This design comes from an exercise in tuning for small area on the open sky130 flow, not from production work.
In this exercise RTL edits were held to simulation tests only and were not proved equivalent to the original.
No activity file was given, so power comes from the tool's default toggle rates.

## old
==> flow/design.v <==
package rv32_pkg;
    localparam int XLEN   = 32;
    localparam int REG_AW = 5;
    localparam logic [REG_AW-1:0] REG_ZERO = 5'd0;
    typedef logic [XLEN-1:0]   word_t;
    typedef logic [REG_AW-1:0] reg_idx_t;
endpackage
module regfile_read_port
#(
    parameter int XLEN   = rv32_pkg::XLEN,
    parameter int AW     = rv32_pkg::REG_AW,
    parameter bit BYPASS = 1'b1
) (
    input  logic                       rst_n,
    input  logic [XLEN*(2**AW)-1:0]    store,
    input  logic [2**AW-1:0]           valid,
    input  logic [2**AW-1:0]           wsel_n,
    input  logic                       p,
    input  logic [XLEN-1:0]            wn,
    input  logic                       we,
    input  logic [AW-1:0]              rd_addr,
    input  logic [AW-1:0]              rs_addr,
    output logic [XLEN-1:0]            rs_data
);
    localparam int NREG = 2**AW;
    localparam int NGRP = (NREG - 2) / 3;    
    logic            hit;
    logic [NREG-1:0] sel;
    logic            pq;
    assign hit = BYPASS && rst_n && we &&
                 (rd_addr != '0) &&
                 (rd_addr == rs_addr);
    assign sel[0] = hit;
    for (genvar i = 1; i < NREG; i++) begin : g_sel
        assign sel[i] = (rs_addr == AW'(i)) && valid[i] && wsel_n[i];
    end
    assign pq = p && (hit || valid[rs_addr]);
    for (genvar j = 0; j < XLEN; j++) begin : g_bit
        logic [NREG-1:0] t;
        logic [NGRP-1:0] y;
        logic [2:0]      po;
        logic            y89;
        logic            any;
        assign t[0] = wn[j];
        for (genvar i = 1; i < NREG; i++) begin : g_t
            assign t[i] = store[i*XLEN + j];
        end
        for (genvar g = 0; g < NGRP; g++) begin : g_grp
            rf_aoi222 u_a (
                .a0 (sel[3*g+1]), .b0 (t[3*g+1]),
                .a1 (sel[3*g+2]), .b1 (t[3*g+2]),
                .a2 (sel[3*g+3]), .b2 (t[3*g+3]),
                .y  (y[g])
            );
        end
        rf_nand4 u_p0 (.a(y[0]), .b(y[1]), .c(y[2]), .d(y[3]), .y(po[0]));
        rf_nand4 u_p1 (.a(y[4]), .b(y[5]), .c(y[6]), .d(y[7]), .y(po[1]));
        rf_nand2 u_p2 (.a(y[8]), .b(y[9]), .y(y89));
        rf_ao221 u_p3 (
            .a0 (sel[NREG-1]), .b0 (t[NREG-1]),
            .a1 (sel[0]),      .b1 (t[0]),
            .c  (y89),
            .y  (po[2])
        );
        rf_or3  u_o  (.a(po[0]), .b(po[1]), .c(po[2]), .y(any));
        rf_xor2 u_x  (.a(any), .b(pq), .y(rs_data[j]));
    end
endmodule
module rf_aoi222 (
    input  logic a0, b0, a1, b1, a2, b2,
    output logic y
);
    assign y = ~((a0 & b0) | (a1 & b1) | (a2 & b2));
endmodule
module rf_nand4 (
    input  logic a, b, c, d,
    output logic y
);
    assign y = ~(a & b & c & d);
endmodule
module rf_nand2 (
    input  logic a, b,
    output logic y
);
    assign y = ~(a & b);
endmodule
module rf_ao221 (
    input  logic a0, b0, a1, b1, c,
    output logic y
);
    assign y = (a0 & b0) | (a1 & b1) | c;
endmodule
module rf_or3 (
    input  logic a, b, c,
    output logic y
);
    assign y = a | b | c;
endmodule
module rf_xor2 (
    input  logic a, b,
    output logic y
);
    assign y = a ^ b;
endmodule
module regfile
#(
    parameter int XLEN   = rv32_pkg::XLEN,
    parameter int AW     = rv32_pkg::REG_AW,
    parameter bit BYPASS = 1'b1
) (
    input  logic            clk,
    input  logic            rst_n,
    input  logic [AW-1:0]   rs1_addr,
    input  logic [AW-1:0]   rs2_addr,
    output logic [XLEN-1:0] rs1_data,
    output logic [XLEN-1:0] rs2_data,
    input  logic            we,
    input  logic [AW-1:0]   rd_addr,
    input  logic [XLEN-1:0] rd_data
);
    localparam int NREG = 2**AW;
    logic                 p;
    logic [XLEN-1:0]      wn;
    logic [XLEN*NREG-1:0] store;
    logic [NREG-1:0]      valid;
    logic [NREG-1:0]      wsel_n;
    always_ff @(posedge clk or negedge rst_n) begin
        if (!rst_n)
            p <= 1'b0;
        else
            p <= ~p;
    end
    assign wn = rd_data ^ {XLEN{p}};
    assign store[XLEN-1:0] = '0;
    assign valid[0] = 1'b0;
    assign wsel_n[0] = 1'b1;
    for (genvar i = 1; i < NREG; i++) begin : g_reg
        logic [XLEN-1:0] s;
        logic [XLEN-1:0] d;
        logic            v;
        logic            wen;
        logic            wen_n;
        assign wen   = we && (rd_addr == AW'(i));
        assign wen_n = ~wen;
        always_ff @(posedge clk or negedge rst_n) begin
            if (!rst_n)
                v <= 1'b0;
            else if (wen)
                v <= 1'b1;
        end
        for (genvar j = 0; j < XLEN; j++) begin : g_bit
            rf_wcell u_w (
                .wen   (wen),
                .wen_n (wen_n),
                .wn    (wn[j]),
                .s     (s[j]),
                .d     (d[j])
            );
        end
        always_ff @(posedge clk)
            s <= d;
        assign store[i*XLEN +: XLEN] = s;
        assign valid[i] = v;
        assign wsel_n[i] = wen_n;
    end
    regfile_read_port #(
        .XLEN   (XLEN),
        .AW     (AW),
        .BYPASS (BYPASS)
    ) u_rs1 (
        .rst_n   (rst_n),
        .store   (store),
        .valid   (valid),
        .wsel_n  (wsel_n),
        .p       (p),
        .wn      (wn),
        .we      (we),
        .rd_addr (rd_addr),
        .rs_addr (rs1_addr),
        .rs_data (rs1_data)
    );
    regfile_read_port #(
        .XLEN   (XLEN),
        .AW     (AW),
        .BYPASS (BYPASS)
    ) u_rs2 (
        .rst_n   (rst_n),
        .store   (store),
        .valid   (valid),
        .wsel_n  (wsel_n),
        .p       (p),
        .wn      (wn),
        .we      (we),
        .rd_addr (rd_addr),
        .rs_addr (rs2_addr),
        .rs_data (rs2_data)
    );
endmodule
module rf_wcell (
    input  logic wen,
    input  logic wen_n,
    input  logic wn,
    input  logic s,
    output logic d
);
    assign d = ~((wen_n | wn) & (wen | s));
endmodule
clock: 6.0 ns
lec_check: 0
cap_margin: 5
core_margin: 2
core_utilization: 40
setup_slack_margin: 0.25
slew_margin: 5
synth_hierarchical: 1
standard.sh (not shown) runs the stock make flow with config.mk's settings and CLKGATE_MAP_FILE= SYNTH_SCRIPT=/design/flow/synth_recipe.tcl, a recipe that flattens the netlist after the stock synthesis.
==> flow/flow/run.sh <==
#!/bin/bash
# Standard synthesis unchanged, then the standard ORFS layout steps with a
# few knobs changed: smaller buffers for repair (the largest are left out,
# as are the larger sizes of the simple gates that drive the wide select and
# write-data nets, so repair buffers them instead),
# no dummy loads in the clock tree, buf_2 port buffers, and a lower setup
# margin of 0.25 ns, small clock-tree clusters and 5% slew and capacitance margins.  Each make run's full output goes to its own log file here.
set -uo pipefail
bash standard.sh synth > flow_synth.log 2>&1 || exit 1
DU="sky130_fd_sc_hd__probe_p_8 sky130_fd_sc_hd__probec_p_8 sky130_fd_sc_hd__lpflow_bleeder_1 sky130_fd_sc_hd__lpflow_clkbufkapwr_1 sky130_fd_sc_hd__lpflow_clkbufkapwr_16 sky130_fd_sc_hd__lpflow_clkbufkapwr_2 sky130_fd_sc_hd__lpflow_clkbufkapwr_4 sky130_fd_sc_hd__lpflow_clkbufkapwr_8 sky130_fd_sc_hd__lpflow_clkinvkapwr_1 sky130_fd_sc_hd__lpflow_clkinvkapwr_16 sky130_fd_sc_hd__lpflow_clkinvkapwr_2 sky130_fd_sc_hd__lpflow_clkinvkapwr_4 sky130_fd_sc_hd__lpflow_clkinvkapwr_8 sky130_fd_sc_hd__lpflow_decapkapwr_12 sky130_fd_sc_hd__lpflow_decapkapwr_3 sky130_fd_sc_hd__lpflow_decapkapwr_4 sky130_fd_sc_hd__lpflow_decapkapwr_6 sky130_fd_sc_hd__lpflow_decapkapwr_8 sky130_fd_sc_hd__lpflow_inputiso0n_1 sky130_fd_sc_hd__lpflow_inputiso0p_1 sky130_fd_sc_hd__lpflow_inputiso1n_1 sky130_fd_sc_hd__lpflow_inputiso1p_1 sky130_fd_sc_hd__lpflow_inputisolatch_1 sky130_fd_sc_hd__lpflow_isobufsrc_1 sky130_fd_sc_hd__lpflow_isobufsrc_16 sky130_fd_sc_hd__lpflow_isobufsrc_2 sky130_fd_sc_hd__lpflow_isobufsrc_4 sky130_fd_sc_hd__lpflow_isobufsrc_8 sky130_fd_sc_hd__lpflow_isobufsrckapwr_16 sky130_fd_sc_hd__lpflow_lsbuf_lh_hl_isowell_tap_1 sky130_fd_sc_hd__lpflow_lsbuf_lh_hl_isowell_tap_2 sky130_fd_sc_hd__lpflow_lsbuf_lh_hl_isowell_tap_4 sky130_fd_sc_hd__lpflow_lsbuf_lh_isowell_4 sky130_fd_sc_hd__lpflow_lsbuf_lh_isowell_tap_1 sky130_fd_sc_hd__lpflow_lsbuf_lh_isowell_tap_2 sky130_fd_sc_hd__lpflow_lsbuf_lh_isowell_tap_4 "
DU="$DU sky130_fd_sc_hd__buf_8 sky130_fd_sc_hd__buf_12 sky130_fd_sc_hd__buf_16"
DU="$DU sky130_fd_sc_hd__bufbuf_8 sky130_fd_sc_hd__bufbuf_16 sky130_fd_sc_hd__bufinv_8 sky130_fd_sc_hd__bufinv_16"
DU="$DU sky130_fd_sc_hd__inv_8 sky130_fd_sc_hd__inv_12 sky130_fd_sc_hd__inv_16 sky130_fd_sc_hd__clkinv_8 sky130_fd_sc_hd__clkinv_16"
DU="$DU sky130_fd_sc_hd__clkbuf_16"
DU="$DU sky130_fd_sc_hd__xor2_2 sky130_fd_sc_hd__xor2_4 sky130_fd_sc_hd__xnor2_2 sky130_fd_sc_hd__xnor2_4"
DU="$DU sky130_fd_sc_hd__nor2_2 sky130_fd_sc_hd__nor2_4 sky130_fd_sc_hd__nand2_2 sky130_fd_sc_hd__nand2_4 sky130_fd_sc_hd__nor2b_2 sky130_fd_sc_hd__nor2b_4"
DU="$DU sky130_fd_sc_hd__and4_2 sky130_fd_sc_hd__and4_4 sky130_fd_sc_hd__nor3_2 sky130_fd_sc_hd__nor3_4"
bash standard.sh \
  "DONT_USE_CELLS=$DU" \
  SETUP_SLACK_MARGIN=0.25 \
  SLEW_MARGIN=5 CAP_MARGIN=5 \
  REMOVE_ABC_BUFFERS=1 \
  "BUFFER_PORTS_ARGS=-buffer_cell sky130_fd_sc_hd__buf_2" \
  "CTS_ARGS=-sink_clustering_enable -repair_clock_nets -dont_use_dummy_load -buf_list sky130_fd_sc_hd__clkbuf_4 -sink_clustering_size 10 -sink_clustering_max_diameter 40" \
  finish > flow_make.log 2>&1
old completed every stage of the flow, and the final layout passed the timing, design-rule and antenna checks.
## Diff of input files: new against old
--- a/flow/flow/run.sh
+++ b/flow/flow/run.sh
@@ -22,4 +22,4 @@
   REMOVE_ABC_BUFFERS=1 \
   "BUFFER_PORTS_ARGS=-buffer_cell sky130_fd_sc_hd__buf_2" \
-  "CTS_ARGS=-sink_clustering_enable -repair_clock_nets -dont_use_dummy_load -buf_list sky130_fd_sc_hd__clkbuf_4 -sink_clustering_size 10 -sink_clustering_max_diameter 40" \
+  "CTS_ARGS=-sink_clustering_enable -repair_clock_nets -dont_use_dummy_load -buf_list sky130_fd_sc_hd__clkbuf_8 -sink_clustering_size 14 -sink_clustering_max_diameter 50" \
   finish > flow_make.log 2>&1
[summary]
new reached the final stage; the timing, design-rule and antenna checks on its layout passed.
Per the comparison of new with old, number of buffers and inverters on the critical path moved up; final instance count without filler cells moved down; register-to-register path setup slack moved up; global-route total usage across every layer moved down; combinational power share moved down.
Taking old as the reference, in new highest net fanout along the worst path moved up; data arrival time of the worst path moved up; power per cell area moved up; routed wire length moved down; setup slack moved down.
Re final period utilization: old and new aren't equal, and the higher value belongs to new.

[static timing again, ports no longer ideal]
Ports are ideal in the flow. The routed layouts listed here were re-timed in OpenROAD. Step 1 assumes that a clkbuf_16 drives the clock port and a buf_2 every other input. Step 2 adds t to the input delays and takes it off the output delays; t is the mean of the earliest and latest rising clock arrival at the registers after step 1. Input paths then give back, and output paths get back, about the clock's delay inside the block. Slacks: no drivers / after step 1 / after step 2; pairs: no drivers / after step 1.
run	t (ns)	setup WS [ns]	worst register clock-pin slew, ns	worst data-port slew with drivers (ns)
old	1.128	0.186 / 0.155 / 0.155	0.12 / 0.12	0.10
new	0.842	0.149 / 0.123 / 0.123	0.10 / 0.10	0.10
After both steps every run listed still meets setup and hold. The setup slack of old, which loses most, moves by -0.031 ns with the drivers and by -0.031 ns with both steps.
